From an optimization exercise on the open Yosys and OpenROAD flow, aimed at small area, a short achievable clock period and few clock cycles per item; shortcuts taken in it are not production practice. In this exercise RTL edits were held to simulation tests only and were not proved equivalent to the original.

Setup of PW:
==> flow/design.v <==
package pfr_pkg;
  localparam int NUM_FRAMES_DEF  = 16;
  localparam int STAMP_WIDTH_DEF = 32;
  localparam logic [1:0] OP_ALLOC   = 2'd0;
  localparam logic [1:0] OP_TOUCH   = 2'd1;
  localparam logic [1:0] OP_RELEASE = 2'd2;
  localparam logic [2:0] ST_FREE    = 3'd0;
  localparam logic [2:0] ST_EVICT   = 3'd1;
  localparam logic [2:0] ST_TOUCH   = 3'd2;
  localparam logic [2:0] ST_RELEASE = 3'd3;
  localparam logic [2:0] ST_REJECT  = 3'd4;
  typedef struct packed {
    logic [1:0] opcode;
    logic [3:0] frame_index;
    logic       is_write;
  } cmd_t;
  typedef struct packed {
    logic [3:0] result_frame;
    logic [2:0] status;
    logic       victim_dirty;
  } rsp_t;
endpackage
module page_frame_replacement_top #(
  parameter int NUM_FRAMES  = pfr_pkg::NUM_FRAMES_DEF,
  parameter int STAMP_WIDTH = pfr_pkg::STAMP_WIDTH_DEF
) (
  input  logic          clk,
  input  logic          rst,
  input  logic          start,
  output logic          busy,
  input  pfr_pkg::cmd_t cmd,
  output logic          done,
  output pfr_pkg::rsp_t rsp,
  input  logic          cfg_valid,
  output logic          cfg_ready,
  input  logic          cfg_data
);
  localparam int NF = 16;
  localparam logic [1:0] M_PASS0 = 2'd0;   
  localparam logic [1:0] M_PASS1 = 2'd1;   
  localparam logic [1:0] M_PASS2 = 2'd2;   
  localparam logic [1:0] M_PASS3 = 2'd3;   
  logic [NF-1:0] occ_bits;
  logic [NF-1:0] use_bits;
  logic [NF-1:0] dirty_bits;
  logic [3:0]    hand;
  logic          policy;
  logic [3:0]    lst [NF];      
  logic          pv;            
  logic [3:0]    pf;
  logic [NF-1:0] pf_at;         
  logic [NF-1:0] pf_after;      
  logic [3:0]    lru_idx;
  logic          stamp_any;
  logic [3:0]    stamp_idx;
  logic [1:0]    mode;          
  logic          pend;          
  logic          acc;
  logic          req_alloc, is_touch, is_rel;
  logic          clk_ev, any_a, defer, do_alloc;
  logic [NF-1:0] idx_oh;
  logic          idx_occ;
  logic          all_occ;
  logic [NF-1:0] free_oh;
  logic [NF-1:0] lru_oh;
  logic [NF-1:0] clk_oh;
  logic [NF-1:0] vic_oh;
  logic [3:0]    vic_idx, free_idx, clk_idx;
  logic          vic_dirty;
  logic [3:0]    hand_next;
  logic [NF-1:0] hmask;       
  logic [NF-1:0] cand, cand_hi;
  logic [31:0]   dbl, dbl_seen;   
  logic [NF-1:0] clr_use;
  logic [NF-1:0] grant, grant_free, grant_dirty, tch, rel;
  assign pend      = (mode != M_PASS0);
  assign busy      = pend;
  assign cfg_ready = 1'b1;
  always_comb begin
    acc       = start && !pend;
    req_alloc = acc && (cmd.opcode == pfr_pkg::OP_ALLOC);
    is_touch  = acc && (cmd.opcode == pfr_pkg::OP_TOUCH);
    is_rel    = acc && (cmd.opcode == pfr_pkg::OP_RELEASE);
    idx_oh    = NF'(1) << cmd.frame_index;
    idx_occ   = occ_bits[cmd.frame_index];
    all_occ = &occ_bits;
    clk_ev  = all_occ && !policy;
    any_a   = |(~use_bits & ~dirty_bits);
    defer   = req_alloc && clk_ev && !any_a;
    do_alloc = (req_alloc && !defer) || pend;
    for (int i = 0; i < NF; i++) begin
      free_oh[i] = !occ_bits[i];
      for (int k = 0; k < i; k++) begin
        if (!occ_bits[k]) free_oh[i] = 1'b0;
      end
    end
    for (int k = 0; k < NF; k++) pf_at[k] = (lst[k] == pf);
    for (int k = 0; k < NF; k++) begin
      pf_after[k] = 1'b0;
      for (int j = k; j < NF; j++) begin
        if (pf_at[j]) pf_after[k] = 1'b1;
      end
    end
    lru_idx = (pv && pf_at[NF-1]) ? lst[NF-2] : lst[NF-1];
    lru_oh  = NF'(1) << lru_idx;
    for (int i = 0; i < NF; i++) hmask[i] = (4'(i) >= hand);
    unique case (mode)
      M_PASS0: cand = ~use_bits & ~dirty_bits;
      M_PASS1: cand = ~use_bits;
      M_PASS2: cand = ~dirty_bits;
      default: cand = '1;
    endcase
    cand_hi = cand & hmask;
    dbl     = {cand, cand_hi};
    for (int i = 0; i < 32; i++) begin
      dbl_seen[i] = 1'b0;
      for (int k = 0; k <= i; k++) begin
        if (dbl[k]) dbl_seen[i] = 1'b1;
      end
    end
    clk_oh = (cand_hi & ~{dbl_seen[14:0], 1'b0}) | (cand & ~dbl_seen[30:15]);
    hand_next = '0;
    for (int i = 0; i < NF; i++) begin
      if (clk_oh[i]) hand_next = hand_next | 4'(i + 1);
    end
    if (!all_occ)    vic_oh = free_oh;
    else if (policy) vic_oh = lru_oh;
    else             vic_oh = clk_oh;
    free_idx = '0;
    clk_idx  = '0;
    for (int i = 0; i < NF; i++) begin
      if (free_oh[i]) free_idx = free_idx | 4'(i);
      if (clk_oh[i])  clk_idx  = clk_idx | 4'(i);
    end
    if (!all_occ)    vic_idx = free_idx;
    else if (policy) vic_idx = lru_idx;
    else             vic_idx = clk_idx;
    vic_dirty = all_occ && (policy ? dirty_bits[lru_idx] : mode[0]);
    unique case (mode)
      M_PASS0: clr_use = '0;
      M_PASS1: clr_use = (hmask & ~dbl_seen[15:0]) | ~dbl_seen[31:16];
      default: clr_use = '1;
    endcase
    grant = do_alloc ? vic_oh : '0;
    grant_free  = (do_alloc && !all_occ) ? free_oh : '0;
    grant_dirty = (clk_ev && !mode[0]) ? '0 : grant;
    tch   = is_touch ? (idx_oh & occ_bits) : '0;
    rel   = is_rel ? (idx_oh & occ_bits) : '0;
    stamp_any = do_alloc || (is_touch && idx_occ);
    stamp_idx = do_alloc ? vic_idx : cmd.frame_index;
  end
  always_ff @(posedge clk) begin
    if (rst) begin
      occ_bits <= '0;
      hand     <= '0;
      policy   <= 1'b0;
      done     <= 1'b0;
      mode     <= M_PASS0;
    end else begin
      done <= (acc && !defer) || pend;
      if (defer) begin
        if (|(~use_bits))        mode <= M_PASS1;
        else if (|(~dirty_bits)) mode <= M_PASS2;
        else                     mode <= M_PASS3;
      end else begin
        mode <= M_PASS0;
      end
      if (cfg_valid) policy <= cfg_data;
      occ_bits <= grant_free | (occ_bits & ~rel);
      if (do_alloc && clk_ev) hand <= hand_next;
    end
  end
  always_ff @(posedge clk) begin
    use_bits   <= grant | tch | (use_bits & ~clr_use);
    dirty_bits <= (cmd.is_write ? tch : '0) | (dirty_bits & ~grant_dirty);
  end
  always_ff @(posedge clk) begin
    rsp.result_frame <= do_alloc ? vic_idx : cmd.frame_index;
    rsp.victim_dirty <= do_alloc && vic_dirty;
    if (do_alloc)                 rsp.status <= all_occ ? pfr_pkg::ST_EVICT : pfr_pkg::ST_FREE;
    else if (is_touch && idx_occ) rsp.status <= pfr_pkg::ST_TOUCH;
    else if (is_rel && idx_occ)   rsp.status <= pfr_pkg::ST_RELEASE;
    else                          rsp.status <= pfr_pkg::ST_REJECT;
  end
  always_ff @(posedge clk) begin
    if (rst) begin
      pv <= 1'b0;
      for (int k = 0; k < NF; k++) lst[k] <= 4'(k);
    end else begin
      pv <= stamp_any;
      if (pv) begin
        lst[0] <= pf;
        for (int k = 1; k < NF; k++) begin
          if (pf_after[k]) lst[k] <= lst[k-1];
        end
      end
    end
  end
  always_ff @(posedge clk) begin
    pf <= stamp_idx;
  end
endmodule
make LEC_CHECK=0 CAP_MARGIN=20 CORE_MARGIN=2 CORE_UTILIZATION=40 CTS_BUF_LIST='sky130_fd_sc_hd__clkbuf_4 sky130_fd_sc_hd__clkbuf_8' GPL_ROUTABILITY_DRIVEN=0 SETUP_SLACK_MARGIN=2.0 SLEW_MARGIN=20 TNS_END_PERCENT=10 finish   # period 5.0 ns
run.sh (not shown) runs the stock make flow with config.mk's settings and CLKGATE_MAP_FILE= SYNTH_SCRIPT=/design/flow/synth_recipe.tcl, a recipe that flattens the netlist after the stock synthesis.
PW: no failed stages, no open violations at the end
Testbench counts of PW, summed over its fixed seeds: cycles 6,620, requests 6,400.
diff inputs: PW => AL
Settings: clearing GPL_ROUTABILITY_DRIVEN, which used to be 0.
AL finished every stage and its layout cleared the timing, DRC and antenna checks.
On AL: setup slack is 0.017 ns higher than what PW gave.
Diff PW -> AL: multi-input combinational cell area now sits higher; highest fanout seen on the critical path increased by 5 relative to the old numbers.
Min global-route met1 utilization across AL and PW: PW
Looking at AL and PW, the design area is a wash.
| overall routed net length | AL vs PW | worse |
Diff PW -> AL: post-detailed-route count of antenna-violating nets essentially unchanged, detailed-placement wirelength estimate increased 490 um.
In terms of area growth from synthesis to final layout, AL and PW differ only marginally.
[compare] base=PW new=AL: final max-slew violation count comparable; post-layout instance count excluding filler cells held.

==> separate check: timing with driven ports <==
Ports are ideal in the flow. The routed layouts listed here were re-timed in OpenROAD. Step 1 (the two cells are an assumption about what drives the block):
set clk [get_ports {clk}]
set_driving_cell -lib_cell sky130_fd_sc_hd__clkbuf_16 $clk
set_driving_cell -lib_cell sky130_fd_sc_hd__buf_2 [delete_from_list [all_inputs] $clk]
Step 2 adds t to the input delays and takes it off the output delays; t is the mean of the earliest and latest rising clock arrival at the registers after step 1. Input paths then give back, and output paths get back, about the clock's delay inside the block. Three values: no drivers, after step 1, after step 2; two values: the first two.
run | t, ns | setup slack, ns | clock arrival spread, ns | slew at the worst register clock pin (ns)
PW | 0.475 | 2.015 / 2.015 / 1.600 | 0.013 / 0.013 | 0.08 / 0.08
AL | 0.506 | 2.032 / 2.032 / 1.576 | 0.015 / 0.015 | 0.08 / 0.08
After both steps setup and hold are still met in every run listed. For AL, which loses most, drivers alone change the setup slack by 0.000 ns; drivers and shift together by -0.456 ns.
